From an optimization exercise on the open Yosys and OpenROAD flow, aimed at small area, a short achievable clock period and few clock cycles; shortcuts taken in it are not production practice. Where RTL was checked, it was by simulation tests only, not by an equivalence proof against the original. Only the layout flow was run in runs 1 to 4; the RTL was not checked for function there. Power figures rest on the tool's default switching activity, not on a simulated workload.

==> flow/run.sh <==
#!/bin/bash
# synth_recipe.tcl (not shown) runs the flow's synth.tcl, then flattens the netlist and writes it again
# the make line also repeats each setting of config.mk as NAME=value (left out here)
make -C /OpenROAD-flow-scripts/flow DESIGN_CONFIG=/design/flow/config.mk WORK_HOME=/design/flow/orfs CLKGATE_MAP_FILE= SYNTH_SCRIPT=/design/flow/synth_recipe.tcl finish
==> flow/constraint.sdc <==
create_clock -name core_clock -period 13.5 [get_ports {clk}]
set_input_delay 2.7000 -clock core_clock [delete_from_list [all_inputs] [get_ports {clk}]]
set_output_delay 2.7000 -clock core_clock [all_outputs]
set_load 0.01 [all_outputs]
==> flow/design.v <==
module agu_tile_stream #(
  parameter int                    ADDR_WIDTH = 32,
  parameter int                    IDX_WIDTH  = 16,
  parameter int                    LANES      = 4,
  parameter int                    FIFO_DEPTH = 4,
  parameter logic [ADDR_WIDTH-1:0] NULL_ADDR  = '1
) (
  input  logic                  clk,
  input  logic                  rst,
  input  logic                  cfg_valid_i,
  output logic                  cfg_ready_o,
  input  logic [IDX_WIDTH-1:0]  mat_m_i, mat_k_i, mat_n_i,
  input  logic [IDX_WIDTH-1:0]  tm_i, tn_i, tk_i,
  input  logic [ADDR_WIDTH-1:0] base_a_i, base_b_i, base_c_i,
  input  logic [1:0]            elem_shift_i,
  input  logic                  tile_req_i,
  output logic                  tile_done_o,
  output logic                  all_tiles_done_o,
  output logic                  busy_o,
  output logic                  out_valid,
  input  logic                  out_ready,
  output logic [LANES*ADDR_WIDTH-1:0] out_addr,
  output logic [LANES-1:0]      out_null,
  output logic [1:0]            out_id,
  output logic                  out_last
);
  localparam int AW = ADDR_WIDTH;
  localparam int IW = IDX_WIDTH;
  localparam int SW = IW + 3;               
  localparam int LB = $clog2(LANES) + 3;    
  localparam logic [1:0] SEG_A = 2'd0, SEG_B = 2'd1, SEG_C = 2'd2;
  logic busy_q, init_q, armed_q, run_q, done_q, last_q;
  logic [1:0]    seg_q, sh_q;
  logic          lk_q, lm_q;                
  logic          ce_q, re_q;                
  logic [IW-1:0] k_q, n_q, tm_q, tn_q, tk_q;
  logic [IW-1:0] rm_q, rn_q, rk_q;
  logic [IW-1:0] rr_q, rc_q;                
  logic [AW-1:0] p_q, r_q, am_q, bk_q, bb_q, cm_q;
  logic cfg_acc, zero_cfg, valid, pop, adv;
  logic last_m, last_n, last_k, walk_end;
  logic [IW-1:0] em, en, ek;
  logic [IW:0]   dm, dn, dk;
  assign cfg_acc  = cfg_valid_i & ~busy_q;
  assign zero_cfg = (mat_m_i == '0) | (mat_k_i == '0) | (mat_n_i == '0) |
                    (tm_i == '0) | (tn_i == '0) | (tk_i == '0);
  assign dm     = {1'b0, rm_q} - {1'b0, tm_q};
  assign dn     = {1'b0, rn_q} - {1'b0, tn_q};
  assign dk     = {1'b0, rk_q} - {1'b0, tk_q};
  assign last_m = dm[IW] | (dm[IW-1:0] == '0);
  assign last_n = dn[IW] | (dn[IW-1:0] == '0);
  assign last_k = dk[IW] | (dk[IW-1:0] == '0);
  assign em     = last_m ? rm_q : tm_q;
  assign en     = last_n ? rn_q : tn_q;
  assign ek     = last_k ? rk_q : tk_q;
  assign walk_end = (seg_q == SEG_C) & lm_q & last_n;
  assign valid = run_q | (armed_q & tile_req_i);
  assign pop   = valid & out_ready;
  assign adv   = pop | init_q;
  assign out_valid        = valid;
  assign tile_done_o      = out_ready & last_q;
  assign cfg_ready_o      = ~busy_q;
  assign busy_o           = busy_q;
  assign all_tiles_done_o = done_q;
  assign out_id           = seg_q;
  assign out_last         = last_q;
  logic [AW-LB-1:0] hi, hi1;
  assign hi  = p_q[AW-1:LB];
  assign hi1 = hi + 1'b1;
  assign out_null[0]      = 1'b0;
  assign out_addr[AW-1:0] = p_q;
  for (genvar l = 1; l < LANES; l++) begin : g_lane
    logic [LB:0] lo;
    assign lo                   = {1'b0, p_q[LB-1:0]} + ((LB+1)'(l) << sh_q);
    assign out_null[l]          = (rc_q[IW-1:2] == '0) & (rc_q[1:0] <= 2'(l));
    assign out_addr[l*AW +: AW] = out_null[l] ? NULL_ADDR : {lo[LB] ? hi1 : hi, lo[LB-1:0]};
  end
  logic          start, inrow, rowadv, to_b, to_c, ce_n, re_n, lk_n;
  logic [1:0]    seg_n;
  logic [IW-1:0] ytop, ysub, w_n, h_n;
  logic [SW-1:0] y_s, z_s;
  logic [AW-1:0] x, madd, uadd;
  assign start  = init_q | last_q;
  assign inrow  = ~start & ~ce_q;
  assign rowadv = ~start & ce_q & ~re_q;
  assign to_b   = ~start & ce_q & re_q & (seg_q == SEG_A);
  assign to_c   = ~start & ce_q & re_q & (seg_q == SEG_B);
  always_comb begin
    x = r_q; ytop = n_q; ysub = '0;
    if (start)       begin x = am_q; ytop = k_q; ysub = rk_q; end
    else if (inrow)  begin x = p_q; ytop = IW'(LANES); end
    else if (rowadv) begin if (seg_q == SEG_A) ytop = k_q; end
    else if (to_b)   begin x = bk_q; ysub = rn_q; end
    else             begin x = cm_q; ysub = rn_q; end
  end
  assign y_s  = SW'(ytop - ysub) << sh_q;
  assign madd = x + AW'(y_s);
  assign z_s  = SW'((seg_q == SEG_A) ? rk_q : rn_q) << sh_q;
  assign uadd = r_q + AW'(z_s);
  always_comb begin
    seg_n = seg_q; lk_n = lk_q;
    w_n = (seg_q == SEG_A) ? ek : en;
    h_n = rr_q - IW'(1);
    if (start)     begin seg_n = SEG_A; w_n = ek; h_n = em; end
    else if (to_b) begin seg_n = SEG_B; w_n = en; h_n = ek; lk_n = last_k; end
    else if (to_c) begin seg_n = SEG_C; w_n = en; h_n = em; end
  end
  assign ce_n = inrow ? (rc_q <= IW'(2*LANES)) : (w_n <= IW'(LANES));
  assign re_n = inrow ? re_q : (h_n == IW'(1));
  always_ff @(posedge clk or posedge rst) begin
    if (rst) begin
      busy_q <= 1'b0; init_q <= 1'b0; armed_q <= 1'b0; run_q <= 1'b0;
      done_q <= 1'b0; last_q <= 1'b0;
    end else if (cfg_acc) begin
      busy_q <= ~zero_cfg; init_q <= ~zero_cfg; armed_q <= 1'b0; run_q <= 1'b0;
      done_q <= zero_cfg; last_q <= 1'b0;
    end else begin
      init_q <= 1'b0;
      if (init_q) armed_q <= 1'b1;
      if (busy_q & tile_req_i) run_q <= 1'b1;
      if (adv) last_q <= ce_n & re_n & ((seg_n == SEG_C) | ((seg_n == SEG_B) & ~lk_n));
      if (pop & last_q) begin
        run_q <= 1'b0;
        if (walk_end) begin busy_q <= 1'b0; armed_q <= 1'b0; done_q <= 1'b1; end
      end
    end
  end
  always_ff @(posedge clk) begin
    if (cfg_acc) begin
      k_q <= mat_k_i; n_q <= mat_n_i; tm_q <= tm_i; tn_q <= tn_i; tk_q <= tk_i;
      sh_q <= elem_shift_i;
      rm_q <= mat_m_i; rn_q <= mat_n_i; rk_q <= mat_k_i;
      am_q <= base_a_i; bk_q <= base_b_i; bb_q <= base_b_i; cm_q <= base_c_i;
    end else if (adv) begin
      p_q <= madd;
      if (!inrow) begin r_q <= madd; rc_q <= w_n; rr_q <= h_n; end
      else rc_q <= rc_q - IW'(LANES);
      seg_q <= seg_n; lk_q <= lk_n; ce_q <= ce_n; re_q <= re_n;
      if (last_q) begin
        if (lk_q) rn_q <= last_n ? n_q : dn[IW-1:0];
        if (lk_q & last_n) cm_q <= uadd;
        if (~lk_q) bk_q <= uadd;
      end
      if (to_b) begin
        rk_q <= last_k ? k_q : dk[IW-1:0];
        if (last_n & last_k) am_q <= uadd;
      end
      if (to_c) begin
        lm_q <= last_m;
        bk_q <= bb_q;
        if (last_n) rm_q <= dm[IW-1:0];
      end
    end
  end
endmodule
==> flow/config.mk <==
export PLATFORM = sky130hd
export DESIGN_NAME = agu_tile_stream
export DESIGN_NICKNAME = agu_tile_stream
export VERILOG_FILES = /design/flow/design.v
export SDC_FILE = /design/flow/constraint.sdc
export NUM_CORES = 4
export LEC_CHECK = 0
export CAP_MARGIN = 20
export CORE_MARGIN = 2
export CORE_UTILIZATION = 40
export PLACE_DENSITY = 0.6
export SETUP_SLACK_MARGIN = 5
export SLEW_MARGIN = 20
==> impl_summary.txt, run 1 <==
----------------------------------------------------
[Run status]
  Result of the run ... complete, no violations

[Setup path]
  Ordered list of cells on the worst path ... ha_1, nand3_1, nor2_1, and3_1, and3_1, nand3_1, nor2_1, and3_1, and3_1, nand3_1, inv_1, nand3_1, or3_1, nand3_1, clkdlybuf4s50_1
  Startpoint types ... flip-flop
  Worst EP arrival ... between 5000 and 6000 ps
  Crit path capture type ... output pin
  Required time at the worst-slack endpoint ... 10800 ps
  Critical path start-end classification ... reg -> out
  Cell seen most often among critical-path stages ... sky130_fd_sc_hd__nand3_1
  Maximum cell stage delay along the critical path ... ~580 ps
  Maximum fanout along the worst path ... 9
  Crit-path slowest cell ... sky130_fd_sc_hd__clkdlybuf4s50_1

[Floorplanning]
  Floorplan core area ... roughly 65000 sq um
  Die height ... roughly 260 microns
  Effective utilization at floorplan ... 0.406
  Placement Rows ... 93
  IO Count ... about 340
  Die Outline Area ... between 60000 and 70000 sq um
  Width of the die ... about 260 microns

[Drt]
  Count of unresolved DRC violations after routing ... 0
  Count of routing violations after the opening detailed-route iteration ... between 2000 and 2500
  ANT nets after route ... 0
  Via count ... ~24000
  Routed WL ... ~97000 microns
  Number of vias per cell ... slightly below 6
  Wirelength per Cell ... about 24 microns
  Pre-Repair DR Iteration Count ... 6

[Global routing]
  Wire length of the first global-routing pass ... roughly 140000 microns
  Initial antenna violation count ... 0
  Number of global-route vias before repair ... approximately 23000
  Maximum number of pins on one net before global-route repair ... a little under 100
  Overall overflow remaining after global route ... 0
  Total global-route track usage ... 0.280

[Power and ir drop]
  Worst IR drop on VDD ... between 200 and 250 uV
  Power per cell area ... between 200 and 300 nW/um^2
  Leakage power ... around 12 nW

[Timing]
  Final hold violation count ... 0
  Final-report setup violation count ... 0
  TNS Setup ... 0 ps
  Crit path time final ... roughly 8000 ps
  Normalized max-slew margin ... 0.244
  Setup Skew ... roughly 25 ps
  Max Fclk ... 125 MHz
  Worst slew pin tran ... roughly 1100 ps
  Max-slew violation total from the final report ... 0
  Setup repair after global routing missed its margin ... false
  Final worst-path cycle share ... 0.592

[Logic synthesis]
  Number of synthesized flops with an enable pin ... 360
  Synthesized cell area ... 26200 sq um
  Leading post-synthesis cells by cell area ... sky130_fd_sc_hd__edfxtp_1 (41%), sky130_fd_sc_hd__nand2_1 (6.1%), sky130_fd_sc_hd__ha_1 (5.8%)
  Dominant cell type by area after synthesis ... sky130_fd_sc_hd__edfxtp_1
  Post-synthesis sequential area ratio ... 0.418
  Post-Syn Area per Cell ... 9.06 sq um
  Most used flip-flop cell after synthesis ... sky130_fd_sc_hd__edfxtp_1
  YS warnings ... 1
  Post-Synthesis Cells ... 2894
  Synthesized Nets ... roughly 3200
  Total of flip-flops plus latches after synthesis ... roughly 370
  Share of async-settable or async-resettable flops after synthesis ... 0.0164
  Synth unique cells ... about 110
  Top-area cell type share of the netlist area ... 0.412

[Finish]
  Fraction of layout cells with a size suffix above 1 ... 0.0549
  Fin nets ... approximately 3500
  Total inserted antenna cells ... 0
  P&R area growth vs syn ... 21.4%
  Final Non-Filler Cells ... roughly 4000

[Place]
  Final weighted congestion of routability-driven global placement ... roughly 0.99
  Port Buf Inserts ... 337
  HPWL after DPL ... 73400 microns
  Placed cells ... 3961

[Clock tree]
  Clock transition at path regs ... ~60 ps
  Number of setup buffers added after CTS ... 0
  Count of hold buffers inserted by post-cts repair ... 0
  CTS Sinks ... 366
  Clock tree root driver cell ... sky130_fd_sc_hd__clkbuf_16
  CTS tree ... done
  H-tree depth ... 2
  Source-to-sink clock delay at the later pin of the worst-skew pair ... 580 ps
  CTS buffer count ... 44
  Post-cts gate resize count ... 0
  Number of buffers on the longest clock path ... 3

[Min path]
  Path category of the worst min-delay check ... reg -> reg

[Flow run]
  Number of max-capacitance violations reported ... 0

----------------------------------------------------
kinds of logic (layout without fill, tap and decap cells):
| kind of cell | Yosys count | after routing | share of synthesized area |
|---|---|---|---|
| buffers and inverters | 286 | 580 | 0.0441 |
| AOI/OAI and AO/OA | 812 | 812 | 0.200 |
| DFF | 366 | 366 | 0.418 |
| adders and majority gates | 130 | 130 | 0.0646 |
| and+or+nand+nor | 1077 | 1077 | 0.193 |
| other | 1 | 1 | 0.000143 |
| xor gates and xnor gates | 144 | 144 | 0.0484 |
| muxes | 78 | 78 | 0.0317 |
final timing paths:
check | depth (start not counted) | slack, ps | startpoint | endpoint
setup / recovery | 15 | 5510 | p_q[5] | out_addr[91]
hold / removal | 2 | 530 | done_q | done_q
min in group asynchronous | 2 | 2370 | rst | done_q
setup reg to reg | 29 | 6040 | last_q | r_q[29]
max in group asynchronous | 2 | 10890 | rst | last_q
hold reg to reg | 2 | 530 | done_q | done_q
stage by stage:
stage	total power, mW	utilization	hold WS (ps)	instance area, sq um	setup WS [ps]
final	9.52	0.493	532	31800	5510
after global routing	10.2	0.493	548	31800	5010
after CTS	9.46	0.493	534	31800	5560
after detailed placement	8.21	0.470	512	30400	6180
after global placement	8.09	0.470	515	30400	6360
after floorplan	6.22	-	452	26200	6230
registers in the layout, summed over array words and instances (netlist names), 32 cells and up:
signal and cells:
bk_q 32, cm_q 32, am_q 32, bb_q 32
p_q 32, r_q 32
worst max-delay path: cells and delay by family, from the launching register on:
kind / cells / cell delay (ps)
simple gates: 12 / 3160
flops: 1 / 560
buf+inv: 2 / 690
fa+ha+maj: 1 / 310
layout make-up:
cell class | count | area (sq um)
fill | 6045 | 32700
multi-input combinational | 2242 | 14200
sequential | 366 | 11000
timing repair buffer | 375 | 3660
clock buffer | 57 | 1210
tap | 855 | 1070
inverter | 123 | 472
clock inverter | 25 | 268
cells in the mapped netlist, drive strengths merged, types with 13 or more instances:
cell    count
nor2      240
a211oi     19
nand3      74
or3        32
clkbuf    128
nand2b     25
a21boi     13
a21o       53
nand4      17
nor3       60
o211ai     17
and2       15
nand2     427
ha        121
xnor2      79
nor4       41
and3       67
o21ai     209
o21a       39
buf        35
inv       123
a31oi      35
a311oi     35
xor2       65
a22o       15
mux2i      68
edfxtp    360
nor2b      20
a22oi      20
a21oi     238
cells in the final DEF (no fill, tap or decap), types with 9 or more instances in the layout:
| cell type | Yosys | routed |
|---|---|---|
| sky130_fd_sc_hd__a211oi_1 | 18 | 18 |
| sky130_fd_sc_hd__a21boi_0 | 12 | 11 |
| sky130_fd_sc_hd__a21o_1 | 53 | 53 |
| sky130_fd_sc_hd__a21oi_1 | 235 | 234 |
| sky130_fd_sc_hd__a22o_1 | 15 | 15 |
| sky130_fd_sc_hd__a22oi_1 | 20 | 20 |
| sky130_fd_sc_hd__a311oi_1 | 35 | 35 |
| sky130_fd_sc_hd__a31oi_1 | 32 | 32 |
| sky130_fd_sc_hd__and2_1 | 13 | 13 |
| sky130_fd_sc_hd__and3_1 | 67 | 67 |
| sky130_fd_sc_hd__buf_4 | 6 | 38 |
| sky130_fd_sc_hd__clkbuf_1 | 128 | 9 |
| sky130_fd_sc_hd__clkbuf_16 | 0 | 46 |
| sky130_fd_sc_hd__clkdlybuf4s50_1 | 0 | 337 |
| sky130_fd_sc_hd__clkinv_2 | 0 | 9 |
| sky130_fd_sc_hd__edfxtp_1 | 360 | 360 |
| sky130_fd_sc_hd__fa_1 | 9 | 9 |
| sky130_fd_sc_hd__ha_1 | 121 | 121 |
| sky130_fd_sc_hd__inv_1 | 120 | 119 |
| sky130_fd_sc_hd__mux2i_1 | 68 | 68 |
| sky130_fd_sc_hd__nand2_1 | 427 | 425 |
| sky130_fd_sc_hd__nand2b_1 | 25 | 25 |
| sky130_fd_sc_hd__nand3_1 | 74 | 74 |
| sky130_fd_sc_hd__nand4_1 | 17 | 17 |
| sky130_fd_sc_hd__nor2_1 | 240 | 238 |
| sky130_fd_sc_hd__nor2b_1 | 20 | 20 |
| sky130_fd_sc_hd__nor3_1 | 58 | 56 |
| sky130_fd_sc_hd__nor4_1 | 39 | 39 |
| sky130_fd_sc_hd__o211ai_1 | 16 | 16 |
| sky130_fd_sc_hd__o21a_1 | 39 | 39 |
| sky130_fd_sc_hd__o21ai_0 | 202 | 199 |
| sky130_fd_sc_hd__o21bai_1 | 11 | 11 |
| sky130_fd_sc_hd__o22ai_1 | 9 | 9 |
| sky130_fd_sc_hd__o31ai_1 | 11 | 10 |
| sky130_fd_sc_hd__or3_1 | 32 | 32 |
| sky130_fd_sc_hd__or4_1 | 10 | 10 |
| sky130_fd_sc_hd__xnor2_1 | 78 | 78 |
| sky130_fd_sc_hd__xor2_1 | 65 | 64 |
routing by layer:
| layer | GRT usage | vias up | routed length, microns |
|---|---|---|---|
| met5 | 0 | - | 0 |
| met4 | 0.112 | 0 | 3950 |
| met3 | 0.0468 | 183 | 7720 |
| met2 | 0.442 | 1142 | 43700 |
| met1 | 0.381 | 11600 | 41300 |
| li1 | - | 11200 | - |
where the power goes:
| part | internal, mW | switching (mW) |
|---|---|---|
| logic | 2.31 | 3.45 |
| clock network | 0.731 | 0.495 |
| registers | 2.07 | 0.453 |
| total | 5.12 | 4.40 |
==> run 2: changes to the inputs <==
--- a/flow/config.mk
+++ b/flow/config.mk
@@ -6,4 +6,5 @@
 export NUM_CORES = 4
 export LEC_CHECK = 0
+export ABC_AREA = 1
 export CAP_MARGIN = 20
 export CORE_MARGIN = 2
==> run 2 against run 1 <==
Net effect: combinational power up 3.6%; non-clock buffer count fell by 8; clock skew rose by 15 ps; highest routed layer unchanged.
==> impl_summary.txt, run 2 <==
----------------------------------------------------
[Setup path]
  Maximum fanout along the worst path ... 55 (+46)
  Slack of the worst reg-to-reg path ... 5810 ps (-230 ps)
  Worst reg2reg path startpoint ... last_q
  Critical path start-end classification ... reg -> reg
  Startpoint types ... flip-flop
  R2r worst-path depth ... 40 (+38%)
  Crit path capture type ... flip-flop
  Required time at the worst-slack endpoint ... 13820 ps (+3020 ps)
  Crit-path slowest cell ... sky130_fd_sc_hd__o221ai_1
  Cell seen most often among critical-path stages ... sky130_fd_sc_hd__nand2_1
  Reg-to-reg critical path endpoint ... r_q[31]
  Maximum cell stage delay along the critical path ... 480 ps (-100 ps)
  Worst EP arrival ... 8020 ps (+2730 ps)

[Timing]
  Normalized max-slew margin ... 0.298 (+0.0537)
  Final-report setup violation count ... 0 (unchanged)
  Setup Skew ... 39.9 ps (+14.8 ps)
  TNS Setup ... 0 ps (unchanged)
  Crit path setup slack, layout ... 5810 ps (+293 ps)
  Max-slew violation total from the final report ... 0 (unchanged)
  Max Fclk ... 130 MHz (+3.8%)
  Final worst-path cycle share ... 0.570 (-0.0217)
  Setup repair after global routing missed its margin ... false
  Worst slew pin tran ... 1050 ps (-80.6 ps)
  Final hold violation count ... 0 (unchanged)
  Crit path time final ... 7690 ps (-293 ps)

[Logic synthesis]
  Leading post-synthesis cells by cell area ... sky130_fd_sc_hd__edfxtp_1 (41%), sky130_fd_sc_hd__nand2_1 (15%), sky130_fd_sc_hd__ha_1 (5.7%)
  Synthesized Nets ... 3756 (+17%)
  Most used standard cells in the synthesized netlist ... sky130_fd_sc_hd__nand2_1 (1030), sky130_fd_sc_hd__inv_1 (387), sky130_fd_sc_hd__edfxtp_1 (360)
  Synth unique cells ... 61 (-46%)
  Post-Syn Area per Cell ... 7.71 sq um (-15%)
  Most numerous cell in the Yosys netlist ... sky130_fd_sc_hd__nand2_1
  Total of flip-flops plus latches after synthesis ... 366 (unchanged)
  Dominant cell type by area after synthesis ... sky130_fd_sc_hd__edfxtp_1
  Top-area cell type share of the netlist area ... 0.409 (-0.00295)
  Share of async-settable or async-resettable flops after synthesis ... 0.0164 (unchanged)
  Post-synthesis sequential area ratio ... 0.415 (-0.00299)
  Synthesized cell area ... 26400 sq um (+0.72%)
  Number of synthesized flops with an enable pin ... 360 (unchanged)
  Post-Synthesis Cells ... 3427 (+18%)
  YS warnings ... 1 (unchanged)
  Most used flip-flop cell after synthesis ... sky130_fd_sc_hd__edfxtp_1

[Clock tree]
  Number of setup buffers added after CTS ... 0 (unchanged)
  Post-cts gate resize count ... 0 (unchanged)
  Source-to-sink clock delay at the later pin of the worst-skew pair ... 600 ps (+20 ps)
  H-tree depth ... 2 (unchanged)
  CTS Sinks ... 366 (unchanged)
  Count of hold buffers inserted by post-cts repair ... 0 (unchanged)
  CTS tree ... done
  Clock transition at path regs ... 60 ps (about the same)
  Clock tree root driver cell ... sky130_fd_sc_hd__clkbuf_16
  Number of buffers on the longest clock path ... 3 (unchanged)
  CTS buffer count ... 44 (unchanged)

[Drt]
  Number of vias per cell ... 5.40 (-9.4%)
  Routed WL ... 95600 microns (-1.2%)
  Count of routing violations after the opening detailed-route iteration ... 2684 (+16%)
  Wirelength per Cell ... 20.8 microns (-13%)
  ANT nets after route ... 0 (unchanged)
  Pre-Repair DR Iteration Count ... 7 (+1)
  Count of unresolved DRC violations after routing ... 0 (unchanged)
  Via count ... 24800 (+3.0%)

[Min path]
  Hold Path Origin ... armed_q
  Path category of the worst min-delay check ... reg -> reg
  Cell count of the worst hold path ... 2 (unchanged)
  Endpoint of the worst hold-timing path ... armed_q

[Global routing]
  Wire length of the first global-routing pass ... 142000 microns (-1.4%)
  Maximum number of pins on one net before global-route repair ... 95 (-3.1%)
  Overall overflow remaining after global route ... 0 (unchanged)
  Initial antenna violation count ... 3 (+3)
  Total global-route track usage ... 0.276 (-0.00337)
  Number of global-route vias before repair ... 23000 (-0.78%)

[Run status]
  Result of the run ... complete, no violations

[Finish]
  Fraction of layout cells with a size suffix above 1 ... 0.0477 (-0.00722)
  Final Non-Filler Cells ... 4599 (+14%)
  Fin nets ... 4030 (+16%)
  Most frequent cells in the layout ... sky130_fd_sc_hd__nand2_1 (1029), sky130_fd_sc_hd__inv_1 (386), sky130_fd_sc_hd__edfxtp_1 (360)
  Most common cell after layout, fill and taps aside ... sky130_fd_sc_hd__nand2_1
  P&R area growth vs syn ... 20.9%

[Floorplanning]
  Width of the die ... 261 microns (+0.35%)
  Die height ... 261 microns (+0.35%)
  Placement Rows ... 94 (+1.1%)
  IO Count ... 339 (unchanged)
  Effective utilization at floorplan ... 0.403 (-0.00288)
  Floorplan core area ... 65500 sq um (+1.4%)
  Die Outline Area ... 68100 sq um (+0.71%)

[Place]
  Placed cells ... 4519 (+14%)
  Final weighted congestion of routability-driven global placement ... 0.966 (-2.1%)
  HPWL after DPL ... 74400 microns (+1.3%)
  Pre-CTS setup slack ... 5510 ps (-669 ps)
  Port Buf Inserts ... 337 (unchanged)

[Power and ir drop]
  Power consumption ... 9.59 mW (+0.73%)
  Worst IR drop on VDD ... 145 uV (-28%)
  Leakage power ... 13.7 nW (+11%)
  Power per cell area ... 300 nW/um^2 (+0.43%)

[Flow run]
  Number of max-capacitance violations reported ... 0 (unchanged)

----------------------------------------------------
==> run 2: cells by family after synthesis <==
kind of cell / after synthesis / share of synthesized area
and+or+nand+nor: 1611 / 0.257
AOI/OAI and AO/OA: 631 / 0.135
buffers and inverters: 549 / 0.0817
DFF: 366 / 0.415
adders and majority gates: 130 / 0.0641
xor gates and xnor gates: 123 / 0.0408
muxes: 16 / 0.00606
other: 1 / 0.000142
==> run 2: worst max path at each step <==
stage	startpoint	endpoint	slack, ps	cells after the start
final	last_q	r_q[31]	5810	40
after global routing	last_q	r_q[31]	5000	40
after CTS	last_q	r_q[31]	5420	40
after detailed placement	last_q	p_q[31]	5510	40
after global placement	last_q	p_q[31]	5570	40
after floorplan	tile_req_i	r_q[0]	5310	7
==> run 2: area by class of cell <==
class / instances / area (sq um)
fillers: 6455 / 33600
multi-input cells: 2512 / 13400
flip-flops and latches: 366 / 11000
repair buffers: 367 / 3600
inverters: 410 / 1560
clock buffers: 54 / 1140
well taps: 864 / 1080
clock inverters: 25 / 233
diodes: 1 / 2.50
==> run 2: through the flow <==
step	utilization	hold slack [ps]	cell area [sq um]
3_5_place_dp	0.466	502	30600
4_1_cts	0.487	515	31900
2_1_floorplan	-	475	26400
3_3_place_gp	0.466	517	30600
6_report	0.488	511	31900
5_1_grt	0.488	545	31900
==> run 2: where the power goes <==
group / leakage [nW] / switching [mW] / internal [mW]
Combinational: 9.55 / 3.77 / 2.20
Clock: 0.659 / 0.505 / 0.661
Sequential: 3.45 / 0.379 / 2.07
Total: 13.7 / 4.65 / 4.94
==> run 2: metal layers <==
layer / vias to the layer above / track usage / routed length, microns
met1: 11600 / 0.409 / 43900
met4: 0 / 0.0662 / 2570
met3: 144 / 0.0451 / 8120
li1: 12100 / - / -
met2: 993 / 0.421 / 41000
met5: - / 0 / 0
==> run 2: worst max-delay path, delay by kind of cell, from the launching register on <==
family          cells  cell delay, ps
simple gates       17            2500
flops               1             450
compound gates     11            1900
fa+ha+maj           2             840
buf+inv             9            1490
xor+xnor            1             130
==> run 3: changes to the inputs <==
--- a/flow/design.v
+++ b/flow/design.v
@@ -29,4 +29,5 @@
   localparam int SW = IW + 3;               
   localparam int LB = $clog2(LANES) + 3;    
+  localparam int HW = AW - LB;
   localparam logic [1:0] SEG_A = 2'd0, SEG_B = 2'd1, SEG_C = 2'd2;
   logic busy_q, init_q, armed_q, run_q, done_q, last_q;
@@ -35,5 +36,5 @@
   logic          ce_q, re_q;                
   logic [IW-1:0] k_q, n_q, tm_q, tn_q, tk_q;
-  logic [IW-1:0] rm_q, rn_q, rk_q;
+  logic [IW-1:0] rm_q, rn_q, rk_q, ko_q, no_q;
   logic [IW-1:0] rr_q, rc_q;                
   logic [AW-1:0] p_q, r_q, am_q, bk_q, bb_q, cm_q;
@@ -65,7 +66,14 @@
   assign out_id           = seg_q;
   assign out_last         = last_q;
-  logic [AW-LB-1:0] hi, hi1;
-  assign hi  = p_q[AW-1:LB];
-  assign hi1 = hi + 1'b1;
+  logic [HW-1:0] hi, t;
+  assign hi = p_q[AW-1:LB];
+  always_comb begin
+    logic [HW-1:0] g;
+    g = hi;
+    for (int s = 1; s < HW; s = s * 2)
+      for (int i = HW - 1; i >= 0; i--)
+        if ((i / s) % 2 == 1) g[i] = g[i] & g[(i / s) * s - 1];
+    t = {g[HW-2:0], 1'b1};                
+  end
   assign out_null[0]      = 1'b0;
   assign out_addr[AW-1:0] = p_q;
@@ -74,9 +82,10 @@
     assign lo                   = {1'b0, p_q[LB-1:0]} + ((LB+1)'(l) << sh_q);
     assign out_null[l]          = (rc_q[IW-1:2] == '0) & (rc_q[1:0] <= 2'(l));
-    assign out_addr[l*AW +: AW] = out_null[l] ? NULL_ADDR : {lo[LB] ? hi1 : hi, lo[LB-1:0]};
+    assign out_addr[l*AW +: AW] = out_null[l] ? NULL_ADDR
+                                              : {hi ^ (t & {HW{lo[LB]}}), lo[LB-1:0]};
   end
   logic          start, inrow, rowadv, to_b, to_c, ce_n, re_n, lk_n;
   logic [1:0]    seg_n;
-  logic [IW-1:0] ytop, ysub, w_n, h_n;
+  logic [IW-1:0] y, w_n, h_n;
   logic [SW-1:0] y_s, z_s;
   logic [AW-1:0] x, madd, uadd;
@@ -87,12 +96,12 @@
   assign to_c   = ~start & ce_q & re_q & (seg_q == SEG_B);
   always_comb begin
-    x = r_q; ytop = n_q; ysub = '0;
-    if (start)       begin x = am_q; ytop = k_q; ysub = rk_q; end
-    else if (inrow)  begin x = p_q; ytop = IW'(LANES); end
-    else if (rowadv) begin if (seg_q == SEG_A) ytop = k_q; end
-    else if (to_b)   begin x = bk_q; ysub = rn_q; end
-    else             begin x = cm_q; ysub = rn_q; end
+    x = r_q; y = n_q;
+    if (start)       begin x = am_q; y = ko_q; end
+    else if (inrow)  begin x = p_q;  y = IW'(LANES); end
+    else if (rowadv) begin if (seg_q == SEG_A) y = k_q; end
+    else if (to_b)   begin x = bk_q; y = no_q; end
+    else             begin x = cm_q; y = no_q; end
   end
-  assign y_s  = SW'(ytop - ysub) << sh_q;
+  assign y_s  = SW'(y) << sh_q;
   assign madd = x + AW'(y_s);
   assign z_s  = SW'((seg_q == SEG_A) ? rk_q : rn_q) << sh_q;
@@ -127,8 +136,8 @@
   end
   always_ff @(posedge clk) begin
-    if (cfg_acc) begin
+    if (!busy_q) begin
       k_q <= mat_k_i; n_q <= mat_n_i; tm_q <= tm_i; tn_q <= tn_i; tk_q <= tk_i;
       sh_q <= elem_shift_i;
-      rm_q <= mat_m_i; rn_q <= mat_n_i; rk_q <= mat_k_i;
+      rm_q <= mat_m_i; rn_q <= mat_n_i; rk_q <= mat_k_i; ko_q <= '0; no_q <= '0;
       am_q <= base_a_i; bk_q <= base_b_i; bb_q <= base_b_i; cm_q <= base_c_i;
     end else if (adv) begin
@@ -138,5 +147,8 @@
       seg_q <= seg_n; lk_q <= lk_n; ce_q <= ce_n; re_q <= re_n;
       if (last_q) begin
-        if (lk_q) rn_q <= last_n ? n_q : dn[IW-1:0];
+        if (lk_q) begin
+          rn_q <= last_n ? n_q : dn[IW-1:0];
+          no_q <= last_n ? '0 : no_q + tn_q;
+        end
         if (lk_q & last_n) cm_q <= uadd;
         if (~lk_q) bk_q <= uadd;
@@ -144,4 +156,5 @@
       if (to_b) begin
         rk_q <= last_k ? k_q : dk[IW-1:0];
+        ko_q <= last_k ? '0 : ko_q + tk_q;
         if (last_n & last_k) am_q <= uadd;
       end
==> run 3 against run 2 <==
Net effect: still clean; global-route usage down 0.098 points; power up 7.7%; worst hold slack worse by 0.60 ps; register-to-register slack better by 410 ps; sequential power up 14%; sequential share of layout area down 0.20 points; cell count up 7.4%; non-clock buffer count down 5; die area up 6.6%; cell area up 6.5%; critical path type is now reg -> out; critical endpoint is now out_addr[124]; highest routed layer unchanged.
==> impl_summary.txt, run 3 <==
----------------------------------------------------
[Run status]
  Result of the run ... complete, no violations

[Floorplanning]
  IO Count ... 339 (unchanged)
  Width of the die ... 269 microns (+3.3%)
  Placement Rows ... 97 (+3.2%)
  Floorplan core area ... 69900 sq um (+6.7%)
  Die height ... 269 microns (+3.3%)
  Effective utilization at floorplan ... 0.403 (about the same)
  Die Outline Area ... 72600 sq um (+6.6%)

[Setup path]
  Maximum fanout along the worst path ... 35 (-36%)
  Ordered list of cells on the worst path ... buf_4, inv_2, ha_1, ha_1, nand3_1, nand2_1, a21oi_1, o21ai_2, nand2_4, nor3_4, nand2_2, nor2_4, inv_2, nor3_4, nand3_2, nor2_2, nand2_2, nor2_4, nand2_2, nand2_1, inv_1, o21ai_1, clkdlybuf4s50_1
  Required time at the worst-slack endpoint ... 10800 ps (-3020 ps)
  Cell seen most often among critical-path stages ... sky130_fd_sc_hd__nand2_2
  Worst EP arrival ... 5210 ps (-2810 ps)
  Cell class contributing the biggest share of worst-path delay ... simple AND/OR/NAND/NOR gates
  Slack of the worst reg-to-reg path ... 6220 ps (+410 ps)
  Crit path capture type ... output pin
  Startpoint types ... flip-flop
  Maximum cell stage delay along the critical path ... 580 ps (+100 ps)
  Crit-path slowest cell ... sky130_fd_sc_hd__clkdlybuf4s50_1
  Critical path start-end classification ... reg -> out
  CP bufs+invs ... 5 (-4)

[Place]
  Pre-CTS setup slack ... 6240 ps (+733 ps)
  Port Buf Inserts ... 337 (unchanged)
  HPWL after DPL ... 80300 microns (+8.0%)
  Placed cells ... 4852 (+7.4%)
  Final weighted congestion of routability-driven global placement ... 0.959 (-0.73%)

[Global routing]
  Number of global-route vias before repair ... 24700 (+7.2%)
  Initial antenna violation count ... 1 (-2)
  Maximum number of pins on one net before global-route repair ... 96 (+1.1%)
  Total global-route track usage ... 0.275 (-0.000983)
  Overall overflow remaining after global route ... 0 (unchanged)
  Wire length of the first global-routing pass ... 153000 microns (+7.3%)

[Clock tree]
  Post-cts gate resize count ... 0 (unchanged)
  Number of setup buffers added after CTS ... 0 (unchanged)
  Clock tree root driver cell ... sky130_fd_sc_hd__clkbuf_16
  Source-to-sink clock delay at the later pin of the worst-skew pair ... 620 ps (+20 ps)
  CTS buffer count ... 46 (+4.5%)
  CTS Sinks ... 398 (+8.7%)
  Count of hold buffers inserted by post-cts repair ... 0 (unchanged)
  Clock transition at path regs ... 60 ps (about the same)
  H-tree depth ... 2 (unchanged)
  Number of buffers on the longest clock path ... 3 (unchanged)
  CTS tree ... done

[Logic synthesis]
  Top-area cell type share of the netlist area ... 0.384 (-0.0257)
  Complex-gate fraction of the synthesized area ... 0.133 (-0.00192)
  Synthesized cell area ... 28200 sq um (+6.7%)
  Number of synthesized flops with an enable pin ... 360 (unchanged)
  Post-Synthesis Cells ... 3682 (+7.4%)
  Share of async-settable or async-resettable flops after synthesis ... 0.0151 (-0.00132)
  YS warnings ... 1 (unchanged)
  Simple-gate share of the synthesized area ... 0.259 (+0.00193)
  Post-Syn Area per Cell ... 7.65 sq um (-0.68%)
  Total of flip-flops plus latches after synthesis ... 398 (+8.7%)
  Leading post-synthesis cells by cell area ... sky130_fd_sc_hd__edfxtp_1 (38%), sky130_fd_sc_hd__nand2_1 (13%), sky130_fd_sc_hd__ha_1 (6.1%)
  Synth unique cells ... 68 (+11%)
  Post-synthesis sequential area ratio ... 0.412 (-0.00338)
  Post-Synth Adder-Cell Area ... 0.0679 (+0.00378)
  Most numerous cell in the Yosys netlist ... sky130_fd_sc_hd__nand2_1
  Xor-xnor portion of the synthesized cell area ... 0.0342 (-0.00661)
  Most used standard cells in the synthesized netlist ... sky130_fd_sc_hd__nand2_1 (988), sky130_fd_sc_hd__inv_1 (456), sky130_fd_sc_hd__edfxtp_1 (360)
  Fraction of synthesized area in multiplexers ... 0.0123 (+0.00619)
  Dominant cell type by area after synthesis ... sky130_fd_sc_hd__edfxtp_1
  Main combinational cell family by area after synthesis ... simple AND/OR/NAND/NOR gates
  Most used flip-flop cell after synthesis ... sky130_fd_sc_hd__edfxtp_1
  Synthesized Nets ... 4028 (+7.2%)

[Finish]
  Most frequent cells in the layout ... sky130_fd_sc_hd__nand2_1 (988), sky130_fd_sc_hd__inv_1 (456), sky130_fd_sc_hd__edfxtp_1 (360)
  Area occupied by multi-input gates ... 14300 sq um (+7.3%)
  P&R area growth vs syn ... 20.7%
  Fin nets ... 4306 (+6.8%)
  Number of inserted filler cells in the final layout ... 6981 (+8.1%)
  Total inserted antenna cells ... 0 (-1)
  Final Non-Filler Cells ... 4938 (+7.4%)
  Combined flip-flop and latch cell area ... 11600 sq um (+5.9%)
  Most common cell after layout, fill and taps aside ... sky130_fd_sc_hd__nand2_1
  Fraction of layout cells with a size suffix above 1 ... 0.0460 (-0.00165)

[Min path]
  Path category of the worst min-delay check ... reg -> reg

[Power and ir drop]
  Power consumption ... 10.3 mW (+7.7%)
  Leakage power ... 15.0 nW (+9.8%)
  Worst IR drop on VDD ... 173 uV (+19%)
  Power per cell area ... 304 nW/um^2 (+1.2%)

[Timing]
  Final worst-path cycle share ... 0.586 (+0.0159)
  Crit path setup slack, layout ... 5590 ps (-214 ps)
  TNS Setup ... 0 ps (unchanged)
  Max-slew violation total from the final report ... 0 (unchanged)
  Crit path time final ... 7910 ps (+214 ps)
  Setup Skew ... 29.1 ps (-10.8 ps)
  Max Fclk ... 126 MHz (-2.7%)
  Worst slew pin tran ... 1110 ps (+57.1 ps)
  Normalized max-slew margin ... 0.260 (-0.0381)
  Final hold violation count ... 0 (unchanged)
  Final-report setup violation count ... 0 (unchanged)
  Setup repair after global routing missed its margin ... false

[Drt]
  Count of unresolved DRC violations after routing ... 0 (unchanged)
  ANT nets after route ... 0 (unchanged)
  Routed WL ... 103000 microns (+7.6%)
  Count of routing violations after the opening detailed-route iteration ... 2867 (+6.8%)
  Number of vias per cell ... 5.36 (-0.64%)
  Via count ... 26500 (+6.7%)
  Wirelength per Cell ... 20.8 microns (+0.17%)
  Pre-Repair DR Iteration Count ... 9 (+2)

[Flow run]
  Number of max-capacitance violations reported ... 0 (unchanged)

----------------------------------------------------
## run 3: changes by cell type after synthesis, sizes merged, moves of 32 or more
cell	change
dfxtp	+32
inv	+62
nand2	-38
nand3	+39
nor2	+85
o21ai	+39
## run 3: final cells by class
class | instances | share of cell area
Sequential cell | 398 | 0.341
Tap cell | 940 | 0.0346
Timing Repair Buffer | 362 | 0.105
Inverter | 469 | 0.0520
Clock inverter | 35 | 0.0117
Multi-Input combinational cell | 2683 | 0.422
Clock buffer | 51 | 0.0344
## run 3: through the flow
stage	utilization	cell area, sq um	hold slack [ps]
4_1_cts	0.487	34000	508
3_5_place_dp	0.464	32400	492
6_report	0.487	34000	510
3_3_place_gp	0.464	32400	486
5_1_grt	0.487	34000	535
2_1_floorplan	-	28200	449
## run 3: logic make-up (layout without fill, tap and decap cells)
kind of cell	count (synthesis)	after routing
AO/OA/AOI/OAI	668	668
XOR/XNOR	110	110
adder cells (fa/ha/maj)	147	147
buffers and inverters	601	917
flip-flops	398	398
multiplexers	34	34
other	1	1
AND/OR/NAND/NOR	1723	1723
## run 3: per-layer routing
metal  up-vias  wire length, microns  global-route usage
met5         -                     0                   0
met4         0                  2650              0.0719
met3       136                  8730              0.0490
met2      1101                 44100               0.417
met1     12300                 47300               0.403
li1      12900                     -                   -
## run 3: final timing paths
| path | from | to | cells after the start |
|---|---|---|---|
| max | sh_q[1] | out_addr[124] | 23 |
| min | done_q | done_q | 2 |
| max reg2reg | last_q | r_q[30] | 29 |
| min reg2reg | done_q | done_q | 2 |
| max in group asynchronous | rst | busy_q | 2 |
| min in group asynchronous | rst | init_q | 2 |
## run 3: worst min-delay path, stage by stage (launching register included)
cell and delay (ps):
sky130_fd_sc_hd__dfrtp_1 340, sky130_fd_sc_hd__nor2_1 50, sky130_fd_sc_hd__nor2_1 80
## run 3: power breakdown
| group | internal, mW | switching, mW | leakage [nW] |
|---|---|---|---|
| Combinational | 2.14 | 4.08 | 10.5 |
| Sequential | 2.30 | 0.489 | 3.79 |
| Clock | 0.767 | 0.560 | 0.751 |
==> run 4: changes to the inputs <==
==> flow/flow/run.sh (new file) <==
#!/bin/bash
# The standard layout (the standard.sh: its synthesis, floorplan, power grid,
# placement, CTS and routing unchanged), with one difference: the buffers that
# placement puts on every input and output port are sky130_fd_sc_hd__buf_2
# cells instead of the default delay-cell buffers.
set -euo pipefail
export BUFFER_PORTS_ARGS="-buffer_cell sky130_fd_sc_hd__buf_2"
bash standard.sh finish > flow_make.log 2>&1
==> flow/standard.sh (new file) <==
#!/bin/bash
# synth_recipe.tcl (not shown) runs the flow's synth.tcl, then flattens the netlist and writes it again
# the make line also repeats each setting of config.mk as NAME=value (left out here)
make -C /OpenROAD-flow-scripts/flow DESIGN_CONFIG=/design/flow/config.mk WORK_HOME=/design/flow/orfs CLKGATE_MAP_FILE= SYNTH_SCRIPT=/design/flow/synth_recipe.tcl "${@:-finish}"
removed: flow/run.sh
==> run 4 against run 3 <==
Net effect: first-iteration DRC count down 5.9%; synthesized cell count unchanged; register-to-register slack better by 450 ps; count of clock-buffer cells in the layout up 3; sequential power about the same; routed wire length down 0.26%; flip-flop and latch count unchanged; synthesized area unchanged; power down 2.8%; cell area down 4.9%; largest power group unchanged; non-clock buffer count up 1.
==> impl_summary.txt, run 4 <==
----------------------------------------------------
[Clock tree]
  CTS tree ... done
  H-tree depth ... 2 (unchanged)
  CTS buffer count ... 47 (+2.2%)
  Number of buffers on the longest clock path ... 3 (unchanged)
  Clock tree root driver cell ... sky130_fd_sc_hd__clkbuf_16
  Count of hold buffers inserted by post-cts repair ... 0 (unchanged)
  CTS Sinks ... 398 (unchanged)
  Source-to-sink clock delay at the later pin of the worst-skew pair ... 610 ps (about the same)
  Number of setup buffers added after CTS ... 0 (unchanged)
  Clock transition at path regs ... 60 ps (about the same)
  Post-cts gate resize count ... 0 (unchanged)

[Logic synthesis]
  Total of flip-flops plus latches after synthesis ... 398 (unchanged)
  Number of synthesized flops with an enable pin ... 360 (unchanged)
  Post-Syn Area per Cell ... 7.65 sq um (unchanged)
  Xor-xnor portion of the synthesized cell area ... 0.0342 (unchanged)
  Most used standard cells in the synthesized netlist ... sky130_fd_sc_hd__nand2_1 (988), sky130_fd_sc_hd__inv_1 (456), sky130_fd_sc_hd__edfxtp_1 (360)
  Most numerous cell in the Yosys netlist ... sky130_fd_sc_hd__nand2_1
  Post-synthesis sequential area ratio ... 0.412 (unchanged)
  Simple-gate share of the synthesized area ... 0.259 (unchanged)
  Synthesized Nets ... 4028 (unchanged)
  Leading post-synthesis cells by cell area ... sky130_fd_sc_hd__edfxtp_1 (38%), sky130_fd_sc_hd__nand2_1 (13%), sky130_fd_sc_hd__ha_1 (6.1%)
  Synthesized cell area ... 28200 sq um (unchanged)
  Complex-gate fraction of the synthesized area ... 0.133 (unchanged)
  Top-area cell type share of the netlist area ... 0.384 (unchanged)
  Fraction of synthesized area in multiplexers ... 0.0123 (unchanged)
  YS warnings ... 1 (unchanged)
  Synth unique cells ... 68 (unchanged)
  Main combinational cell family by area after synthesis ... simple AND/OR/NAND/NOR gates
  Post-Synthesis Cells ... 3682 (unchanged)
  Post-Synth Adder-Cell Area ... 0.0679 (unchanged)
  Share of async-settable or async-resettable flops after synthesis ... 0.0151 (unchanged)
  Most used flip-flop cell after synthesis ... sky130_fd_sc_hd__edfxtp_1
  Dominant cell type by area after synthesis ... sky130_fd_sc_hd__edfxtp_1

[Finish]
  Final Non-Filler Cells ... 4942 (+0.081%)
  Most frequent cells in the layout ... sky130_fd_sc_hd__nand2_1 (988), sky130_fd_sc_hd__inv_1 (456), sky130_fd_sc_hd__edfxtp_1 (360)
  P&R area growth vs syn ... 14.8%
  Number of inserted filler cells in the final layout ... 7129 (+2.1%)
  Most common cell after layout, fill and taps aside ... sky130_fd_sc_hd__nand2_1
  Final Core Density ... 0.463 (-0.0238)
  Fraction of layout cells with a size suffix above 1 ... 0.131 (+0.0847)
  Fin nets ... 4308 (+0.046%)
  Final std cell area, no fill ... 32400 sq um (-4.9%)

[Drt]
  Pre-Repair DR Iteration Count ... 7 (-2)
  Routed WL ... 103000 microns (-0.26%)
  Count of unresolved DRC violations after routing ... 0 (unchanged)
  Count of routing violations after the opening detailed-route iteration ... 2697 (-5.9%)
  ANT nets after route ... 0 (unchanged)
  Wirelength per Cell ... 20.8 microns (-0.34%)
  Number of vias per cell ... 5.35 (-0.26%)
  Via count ... 26400 (-0.18%)

[Setup path]
  Cell seen most often among critical-path stages ... sky130_fd_sc_hd__inv_1
  Required time at the worst-slack endpoint ... 10800 ps (about the same)
  Worst EP arrival ... 4690 ps (-520 ps)
  Ordered list of cells on the worst path ... buf_4, inv_2, ha_1, ha_1, inv_1, fa_1, inv_1, a31oi_1, inv_1, nand2_1, nor2_1, inv_1, nor2_1, inv_1, nor2_1, nand2_1, nor2_1, inv_1, nor2_1, a21oi_1, o21ai_0, buf_2
  Crit path capture type ... output pin
  Slack of the worst reg-to-reg path ... 6670 ps (+450 ps)
  Critical path start-end classification ... reg -> out
  Startpoint types ... flip-flop
  Maximum cell stage delay along the critical path ... 480 ps (-100 ps)
  Maximum fanout along the worst path ... 35 (unchanged)
  Crit-path slowest cell ... sky130_fd_sc_hd__inv_2

[Timing]
  Hold slack final ... 508 ps (-1.89 ps)
  Setup repair after global routing missed its margin ... false
  Final worst-path cycle share ... 0.548 (-0.0382)
  Crit path setup slack, layout ... 6110 ps (+516 ps)
  TNS Setup ... 0 ps (unchanged)
  Final-report setup violation count ... 0 (unchanged)
  Final hold violation count ... 0 (unchanged)
  Worst slew pin tran ... 1040 ps (-65.2 ps)
  Max Fclk ... 135 MHz (+7.0%)
  Setup Skew ... 22.2 ps (-6.91 ps)
  Crit path time final ... 7390 ps (-516 ps)
  Max-slew violation total from the final report ... 0 (unchanged)
  Normalized max-slew margin ... 0.304 (+0.0435)

[Floorplanning]
  Die height ... 269 microns (unchanged)
  Floorplan core area ... 69900 sq um (unchanged)
  Effective utilization at floorplan ... 0.403 (unchanged)
  Width of the die ... 269 microns (unchanged)
  IO Count ... 339 (unchanged)
  Die Outline Area ... 72600 sq um (unchanged)
  Placement Rows ... 97 (unchanged)

[Place]
  Port Buf Inserts ... 337 (unchanged)
  Placed cells ... 4853 (+0.021%)
  Final weighted congestion of routability-driven global placement ... 0.970 (+1.1%)
  HPWL after DPL ... 80100 microns (-0.22%)
  Pre-CTS setup slack ... 6700 ps (+457 ps)
  Cell Area, Placed ... 30800 sq um (-5.1%)

[Power and ir drop]
  Switching power as a share of total power ... 0.510 (+0.0133)
  Cell internal pwr ... 4.93 mW (-5.3%)
  Worst IR drop on VDD ... 230 uV (+33%)
  Clock Power Share ... 0.130 (+0.002)
  P_sw ... 5.12 mW (-0.15%)
  Part of the total power dissipated in combinational logic ... 0.592 (-0.010)
  Power per cell area ... 310 nW/um^2 (+2.2%)
  Power consumption ... 10.0 mW (-2.8%)
  Part of the power in registers ... 0.278 (+0.008)
  Leakage power ... 15.0 nW (about the same)

[Global routing]
  Maximum number of pins on one net before global-route repair ... 101 (+5.2%)
  Number of global-route vias before repair ... 24600 (-0.28%)
  Overall overflow remaining after global route ... 0 (unchanged)
  Total global-route track usage ... 0.275 (-0.000394)
  Initial antenna violation count ... 2 (+1)
  Wire length of the first global-routing pass ... 152000 microns (-0.29%)

[Flow run]
  Number of max-capacitance violations reported ... 0 (unchanged)

[Min path]
  Path category of the worst min-delay check ... reg -> reg

[Run status]
  Result of the run ... complete, no violations

----------------------------------------------------
run 4: cell count changes in the layout (fill, tap and decap cells not counted), sizes merged:
cell,change
clkbuf,+3
inv,+2
clkinvlp,+1
diode,+1
clkinv,-1
buf,+338
bufinv,-3
clkdlybuf4s50,-337
run 4: final timing paths:
kind	startpoint	to	depth (start not counted)
hold / removal	ko_q[14]	ko_q[14]	2
setup reg to reg	last_q	p_q[31]	26
setup / recovery	sh_q[1]	out_addr[94]	22
hold reg to reg	ko_q[14]	ko_q[14]	2
min in group asynchronous	rst	done_q	2
max in group asynchronous	rst	busy_q	2
run 4: cell families (layout without fill, tap and decap cells):
family	Yosys count	after routing
xor+xnor	110	110
mux	34	34
other cells	1	2
fa+ha+maj	147	147
simple gates	1723	1723
buf+inv	601	920
compound gates	668	668
flops	398	398
run 4: routing by layer:
metal / vias up / GRT usage / wire length, microns
li1: 12900 / - / -
met1: 12300 / 0.404 / 47500
met2: 1059 / 0.407 / 43300
met3: 137 / 0.0570 / 8900
met4: 0 / 0.0778 / 2870
met5: - / 0 / 0
run 4: area by class of cell:
type / count / area [sq um] / share of cell area
Tap cell: 940 / 1180 / 0.0364
Inverter: 469 / 1770 / 0.0546
Clock inverter: 34 / 327 / 0.0101
Timing Repair Buffer: 363 / 1890 / 0.0586
Sequential cell: 398 / 11600 / 0.359
Clock buffer: 54 / 1230 / 0.0381
Multi-Input combinational cell: 2683 / 14300 / 0.443
Antenna cell: 1 / 2.50 / 0.0000773
run 4: power by group through the flow:
stage	clock network, mW	logic [mW]	registers (mW)
floorplan	0	4.06	2.58
global placement	0	5.81	2.80
detailed placement	0	5.83	2.79
CTS	1.33	5.86	2.77
global route	1.38	6.63	2.83
finish	1.31	5.94	2.79
run 4: critical path, delay by kind of cell, from the launching register on:
family                     cells  cell delay, ps
buffers and inverters          9            1540
and+or+nand+nor                7             880
adders and majority gates      3             880
AOI/OAI and AO/OA              3             430
DFF                            1             350
==> run 5: changes to the inputs <==
--- a/flow/design.v
+++ b/flow/design.v
@@ -66,43 +66,51 @@
   assign out_id           = seg_q;
   assign out_last         = last_q;
-  logic [HW-1:0] hi, t;
+  logic [HW-1:0]    hi, t_q;
+  logic [LANES-1:1] c_q;
   assign hi = p_q[AW-1:LB];
-  always_comb begin
-    logic [HW-1:0] g;
-    g = hi;
-    for (int s = 1; s < HW; s = s * 2)
-      for (int i = HW - 1; i >= 0; i--)
-        if ((i / s) % 2 == 1) g[i] = g[i] & g[(i / s) * s - 1];
-    t = {g[HW-2:0], 1'b1};                
-  end
   assign out_null[0]      = 1'b0;
   assign out_addr[AW-1:0] = p_q;
   for (genvar l = 1; l < LANES; l++) begin : g_lane
-    logic [LB:0] lo;
-    assign lo                   = {1'b0, p_q[LB-1:0]} + ((LB+1)'(l) << sh_q);
+    logic [LB-1:0] lo;
+    assign lo                   = p_q[LB-1:0] + (LB'(l) << sh_q);
     assign out_null[l]          = (rc_q[IW-1:2] == '0) & (rc_q[1:0] <= 2'(l));
-    assign out_addr[l*AW +: AW] = out_null[l] ? NULL_ADDR
-                                              : {hi ^ (t & {HW{lo[LB]}}), lo[LB-1:0]};
+    assign out_addr[l*AW +: AW] = out_null[l] ? NULL_ADDR : {hi ^ (t_q & {HW{c_q[l]}}), lo};
   end
-  logic          start, inrow, rowadv, to_b, to_c, ce_n, re_n, lk_n;
+  localparam int EV_START = 0, EV_INROW = 1, EV_ROW = 2, EV_TOB = 3, EV_TOC = 4;
+  logic [4:0]    ev_q, ev_n;
+  logic          start, inrow, rowadv, to_b, to_c, ce_n, re_n, lk_n, last_n_beat;
   logic [1:0]    seg_n;
   logic [IW-1:0] y, w_n, h_n;
   logic [SW-1:0] y_s, z_s;
   logic [AW-1:0] x, madd, uadd;
-  assign start  = init_q | last_q;
-  assign inrow  = ~start & ~ce_q;
-  assign rowadv = ~start & ce_q & ~re_q;
-  assign to_b   = ~start & ce_q & re_q & (seg_q == SEG_A);
-  assign to_c   = ~start & ce_q & re_q & (seg_q == SEG_B);
+  logic [HW-1:0] t_n;
+  logic [LANES-1:1] c_n;
+  assign start  = ev_q[EV_START];
+  assign inrow  = ev_q[EV_INROW];
+  assign rowadv = ev_q[EV_ROW];
+  assign to_b   = ev_q[EV_TOB];
+  assign to_c   = ev_q[EV_TOC];
   always_comb begin
-    x = r_q; y = n_q;
-    if (start)       begin x = am_q; y = ko_q; end
-    else if (inrow)  begin x = p_q;  y = IW'(LANES); end
-    else if (rowadv) begin if (seg_q == SEG_A) y = k_q; end
-    else if (to_b)   begin x = bk_q; y = no_q; end
-    else             begin x = cm_q; y = no_q; end
+    x = ({AW{start}} & am_q) | ({AW{inrow}} & p_q) | ({AW{rowadv}} & r_q) |
+        ({AW{to_b}} & bk_q) | ({AW{to_c}} & cm_q);
+    y = ({IW{start}} & ko_q) | ({IW{inrow}} & IW'(LANES)) |
+        ({IW{rowadv & (seg_q == SEG_A)}} & k_q) | ({IW{rowadv & (seg_q != SEG_A)}} & n_q) |
+        ({IW{to_b | to_c}} & no_q);
   end
   assign y_s  = SW'(y) << sh_q;
   assign madd = x + AW'(y_s);
+  always_comb begin
+    logic [HW-1:0] g;
+    g = madd[AW-1:LB];
+    for (int s = 1; s < HW; s = s * 2)
+      for (int i = HW - 1; i >= 0; i--)
+        if ((i / s) % 2 == 1) g[i] = g[i] & g[(i / s) * s - 1];
+    t_n = {g[HW-2:0], 1'b1};              
+  end
+  for (genvar l = 1; l < LANES; l++) begin : g_carry
+    logic [LB:0] lo;
+    assign lo     = {1'b0, madd[LB-1:0]} + ((LB+1)'(l) << sh_q);
+    assign c_n[l] = lo[LB];
+  end
   assign z_s  = SW'((seg_q == SEG_A) ? rk_q : rn_q) << sh_q;
   assign uadd = r_q + AW'(z_s);
@@ -117,4 +125,13 @@
   assign ce_n = inrow ? (rc_q <= IW'(2*LANES)) : (w_n <= IW'(LANES));
   assign re_n = inrow ? re_q : (h_n == IW'(1));
+  assign last_n_beat = ce_n & re_n & ((seg_n == SEG_C) | ((seg_n == SEG_B) & ~lk_n));
+  always_comb begin
+    ev_n = '0;
+    if (last_n_beat)           ev_n[EV_START] = 1'b1;
+    else if (!ce_n)            ev_n[EV_INROW] = 1'b1;
+    else if (!re_n)            ev_n[EV_ROW]   = 1'b1;
+    else if (seg_n == SEG_A)   ev_n[EV_TOB]   = 1'b1;
+    else                       ev_n[EV_TOC]   = 1'b1;
+  end
   always_ff @(posedge clk or posedge rst) begin
     if (rst) begin
@@ -128,5 +145,5 @@
       if (init_q) armed_q <= 1'b1;
       if (busy_q & tile_req_i) run_q <= 1'b1;
-      if (adv) last_q <= ce_n & re_n & ((seg_n == SEG_C) | ((seg_n == SEG_B) & ~lk_n));
+      if (adv) last_q <= last_n_beat;
       if (pop & last_q) begin
         run_q <= 1'b0;
@@ -141,6 +158,7 @@
       rm_q <= mat_m_i; rn_q <= mat_n_i; rk_q <= mat_k_i; ko_q <= '0; no_q <= '0;
       am_q <= base_a_i; bk_q <= base_b_i; bb_q <= base_b_i; cm_q <= base_c_i;
+      ev_q <= 5'(1 << EV_START);
     end else if (adv) begin
-      p_q <= madd;
+      p_q <= madd; t_q <= t_n; c_q <= c_n; ev_q <= ev_n;
       if (!inrow) begin r_q <= madd; rc_q <= w_n; rr_q <= h_n; end
       else rc_q <= rc_q - IW'(LANES);
--- a/flow/config.mk
+++ b/flow/config.mk
@@ -6,5 +6,4 @@
 export NUM_CORES = 4
 export LEC_CHECK = 0
-export ABC_AREA = 1
 export CAP_MARGIN = 20
 export CORE_MARGIN = 2
==> run 5 against run 4 <==
Net effect: routed wire length fell by 9.2%; clock power rose by 9.9%; first-iteration DRC count fell by 14%; sequential share of layout area rose by 2.3 points; sequential power fell by 46%; fmax rose by 8.0%; combinational power fell by 95%; non-clock buffer count rose by 7; critical endpoint is now out_addr[100].
==> impl_summary.txt, run 5 <==
----------------------------------------------------
[Clock tree]
  Count of hold buffers inserted by post-cts repair ... 0 (unchanged)
  CTS buffer count ... 49 (+4.3%)
  CTS tree ... done
  Clock transition at path regs ... 60 ps (about the same)
  Clock tree root driver cell ... sky130_fd_sc_hd__clkbuf_16
  H-tree depth ... 2 (unchanged)
  CTS Sinks ... 430 (+8.0%)
  Number of buffers on the longest clock path ... 3 (unchanged)
  Number of setup buffers added after CTS ... 0 (unchanged)
  Post-cts gate resize count ... 0 (unchanged)
  Source-to-sink clock delay at the later pin of the worst-skew pair ... 630 ps (+20 ps)

[Run status]
  Result of the run ... complete, no violations

[Global routing]
  Total global-route track usage ... 0.247 (-0.0276)
  Overall overflow remaining after global route ... 0 (unchanged)
  Maximum number of pins on one net before global-route repair ... 89 (-12%)
  Number of global-route vias before repair ... 22400 (-8.9%)
  Wire length of the first global-routing pass ... 139000 microns (-9.0%)
  Initial antenna violation count ... 2 (unchanged)

[Timing]
  Normalized max-slew margin ... 0.291 (-0.0123)
  Setup Skew ... 27.8 ps (+5.62 ps)
  TNS Setup ... 0 ps (unchanged)
  Final worst-path cycle share ... 0.507 (-0.0407)
  Worst slew pin tran ... 1060 ps (+18.4 ps)
  Max Fclk ... 146 MHz (+8.0%)
  Final hold violation count ... 0 (unchanged)
  Final-report setup violation count ... 0 (unchanged)
  Max-slew violation total from the final report ... 0 (unchanged)
  Crit path time final ... 6840 ps (-549 ps)
  Setup repair after global routing missed its margin ... false

[Finish]
  Most common cell after layout, fill and taps aside ... sky130_fd_sc_hd__nand2_1
  P&R area growth vs syn ... 15.4%
  Fin nets ... 3585 (-17%)
  Final std cell area, no fill ... 32800 sq um (+1.3%)
  Fraction of layout cells with a size suffix above 1 ... 0.170 (+0.0395)
  Most frequent cells in the layout ... sky130_fd_sc_hd__nand2_1 (478), sky130_fd_sc_hd__edfxtp_1 (387), sky130_fd_sc_hd__buf_2 (337)

[Setup path]
  Required time at the worst-slack endpoint ... 10800 ps (about the same)
  Critical path start-end classification ... reg -> out
  Maximum fanout along the worst path ... 21 (-40%)
  Worst EP arrival ... 4140 ps (-550 ps)
  Crit path capture type ... output pin
  Startpoint types ... flip-flop

[Flow run]
  Number of max-capacitance violations reported ... 0 (unchanged)

[Power and ir drop]
  Clock Power Share ... 0.442 (+0.312)
  Power per cell area ... 99.4 nW/um^2 (-68%)
  P_sw ... 800 uW (-84%)
  Part of the total power dissipated in combinational logic ... 0.092 (-0.500)
  Part of the power in registers ... 0.466 (+0.188)
  Power consumption ... 3.26 mW (-68%)
  Leakage power ... 13.7 nW (-8.9%)
  Worst IR drop on VDD ... 96.6 uV (-58%)
  Switching power as a share of total power ... 0.246 (-0.264)
  Cell internal pwr ... 2.46 mW (-50%)

[Logic synthesis]
  Most used flip-flop cell after synthesis ... sky130_fd_sc_hd__edfxtp_1
  Most used standard cells in the synthesized netlist ... sky130_fd_sc_hd__nand2_1 (478), sky130_fd_sc_hd__edfxtp_1 (387), sky130_fd_sc_hd__nor2_1 (209)
  Leading post-synthesis cells by cell area ... sky130_fd_sc_hd__edfxtp_1 (41%), sky130_fd_sc_hd__ha_1 (6.4%), sky130_fd_sc_hd__nand2_1 (6.3%)
  Dominant cell type by area after synthesis ... sky130_fd_sc_hd__edfxtp_1
  Top-area cell type share of the netlist area ... 0.409 (+0.0256)
  YS warnings ... 1 (unchanged)
  Total of flip-flops plus latches after synthesis ... 430 (+8.0%)
  Synthesized cell area ... 28400 sq um (+0.77%)
  Synthesized Nets ... 3309 (-18%)
  Number of synthesized flops with an enable pin ... 387 (+7.5%)
  Post-synthesis sequential area ratio ... 0.441 (+0.0289)
  Synth unique cells ... 88 (+29%)
  Post-Syn Area per Cell ... 9.61 sq um (+26%)
  Share of async-settable or async-resettable flops after synthesis ... 0.0140 (-0.00112)
  Post-Synthesis Cells ... 2955 (-20%)
  Most numerous cell in the Yosys netlist ... sky130_fd_sc_hd__nand2_1

[Floorplanning]
  Floorplan core area ... 70100 sq um (+0.35%)
  Die height ... 270 microns (+0.38%)
  IO Count ... 339 (unchanged)
  Width of the die ... 270 microns (+0.38%)
  Effective utilization at floorplan ... 0.405 (+0.00169)
  Die Outline Area ... 73100 sq um (+0.75%)
  Placement Rows ... 97 (unchanged)

[Min path]
  Path category of the worst min-delay check ... reg -> reg

[Drt]
  Count of unresolved DRC violations after routing ... 0 (unchanged)
  Number of vias per cell ... 5.64 (+5.6%)
  Via count ... 23800 (-10%)
  Pre-Repair DR Iteration Count ... 6 (-1)
  Count of routing violations after the opening detailed-route iteration ... 2314 (-14%)
  Wirelength per Cell ... 22.1 microns (+6.5%)
  Routed WL ... 93100 microns (-9.2%)
  ANT nets after route ... 0 (unchanged)

[Place]
  Port Buf Inserts ... 337 (unchanged)
  Final weighted congestion of routability-driven global placement ... 0.947 (-2.3%)
  HPWL after DPL ... 70900 microns (-12%)
  Cell Area, Placed ... 31000 sq um (+0.64%)

----------------------------------------------------
## run 5: cell types whose count changed after synthesis, moves of 63 or more
cell,previous run,this run
sky130_fd_sc_hd__nand3_1,244,33
sky130_fd_sc_hd__nor2_1,310,209
sky130_fd_sc_hd__nand2_1,988,478
sky130_fd_sc_hd__mux2i_1,30,93
sky130_fd_sc_hd__inv_1,456,171
sky130_fd_sc_hd__o21ai_0,334,131
## run 5: critical path, stage by stage, from the launching register on
cell and delay [ps]:
sky130_fd_sc_hd__edfxtp_1 920, sky130_fd_sc_hd__inv_1 680, sky130_fd_sc_hd__ha_1 510, sky130_fd_sc_hd__ha_1 280, sky130_fd_sc_hd__fa_1 420, sky130_fd_sc_hd__a21o_1 180
sky130_fd_sc_hd__a21oi_1 160, sky130_fd_sc_hd__xnor2_1 130, sky130_fd_sc_hd__nand2_1 70, sky130_fd_sc_hd__buf_2 180
## run 5: worst paths after layout
path | startpoint | endpoint | slack, ps | cells after the start
max in group asynchronous | rst | busy_q | 11240 | 2
setup / recovery | sh_q[0] | out_addr[100] | 6660 | 9
min in group asynchronous | rst | armed_q | 2000 | 2
hold / removal | ko_q[15] | ko_q[15] | 490 | 1
setup reg to reg | seg_q[1] | t_q[26] | 6990 | 22
hold reg to reg | ko_q[15] | ko_q[15] | 490 | 1
## run 5: power by group through the flow
stage                     Sequential (mW)  Clock (mW)  Combinational [mW]
after global placement               1.55           0               0.295
after detailed placement             1.55           0               0.296
final                                1.52        1.44               0.301
after floorplan                      1.53           0               0.174
after global routing                 1.52        1.51               0.334
after CTS                            1.52        1.46               0.298
## run 5: kinds of logic (layout without fill, tap and decap cells)
logic type / after synthesis / after routing / synth area share
DFF: 430 / 430 / 0.441
buffers and inverters: 317 / 634 / 0.0437
xor gates and xnor gates: 209 / 209 / 0.0645
and+or+nand+nor: 983 / 983 / 0.156
adders and majority gates: 155 / 155 / 0.0709
AOI/OAI and AO/OA: 711 / 711 / 0.169
muxes: 149 / 149 / 0.0550
other: 1 / 2 / 0.000132
## run 5: per-layer routing
layer	up-vias	global-route usage	part of all wire
met2	1007	0.393	0.45
met5	-	0	0.00014
li1	11400	-	-
met1	11300	0.341	0.43
met4	2	0.0792	0.034
met3	157	0.0450	0.087
## run 5: through the flow
step / cells / util / hold slack [ps] / worst slack (ps)
after global routing: 4212 / 0.467 / 527 / 6110
after detailed placement: 4117 / 0.442 / 470 / 6850
after CTS: 4209 / 0.466 / 486 / 6610
after floorplan: 2955 / - / 438 / 6520
final: 4213 / 0.467 / 489 / 6660
after global placement: 4117 / 0.442 / 473 / 6910
## run 5: area by class of cell
class                   count  area (sq um)
well taps                 940          1180
clock buffers              58          1300
diodes                      1          2.50
inverters                 172           652
repair buffers            370          1970
clock inverters            34           429
fillers                  6757         37400
flip-flops and latches    430         12500
multi-input cells        2208         14700
Testbench counts of run 5, summed over its fixed seeds: cycles 105,238.

-- port drivers added, routing unchanged --
No port has a modelled driver above. Below, the same layouts with a new extraction and two added sets of constraints. Step 1 assumes that a clkbuf_16 drives the clock port and a buf_2 every other input. Step 2, shift: input delay + t, output delay - t, t = (earliest + latest rising clock arrival at the registers) / 2. This alone moves slack from input paths to output paths. Slacks: ideal / step 1 / step 2; pairs: ideal / step 1.
| run | t (ns) | slack for setup (ns) | worst setup path at the end | worst slew at a driven data input, ns |
|---|---|---|---|---|
| run 1 | 0.637 | 5.512 / 5.446 / 6.043 | register to register | 0.08 |
| run 2 | 0.643 | 5.805 / 5.805 / 5.805 | register to register | 0.08 |
| run 3 | 0.669 | 5.591 / 5.527 / 6.196 | register to output | 0.08 |
| run 4 | 0.658 | 6.107 / 6.044 / 6.675 | register to register | 0.09 |
| run 5 | 0.677 | 6.656 / 6.591 / 6.995 | register to register | 0.09 |
After both steps every run listed still meets setup and hold.
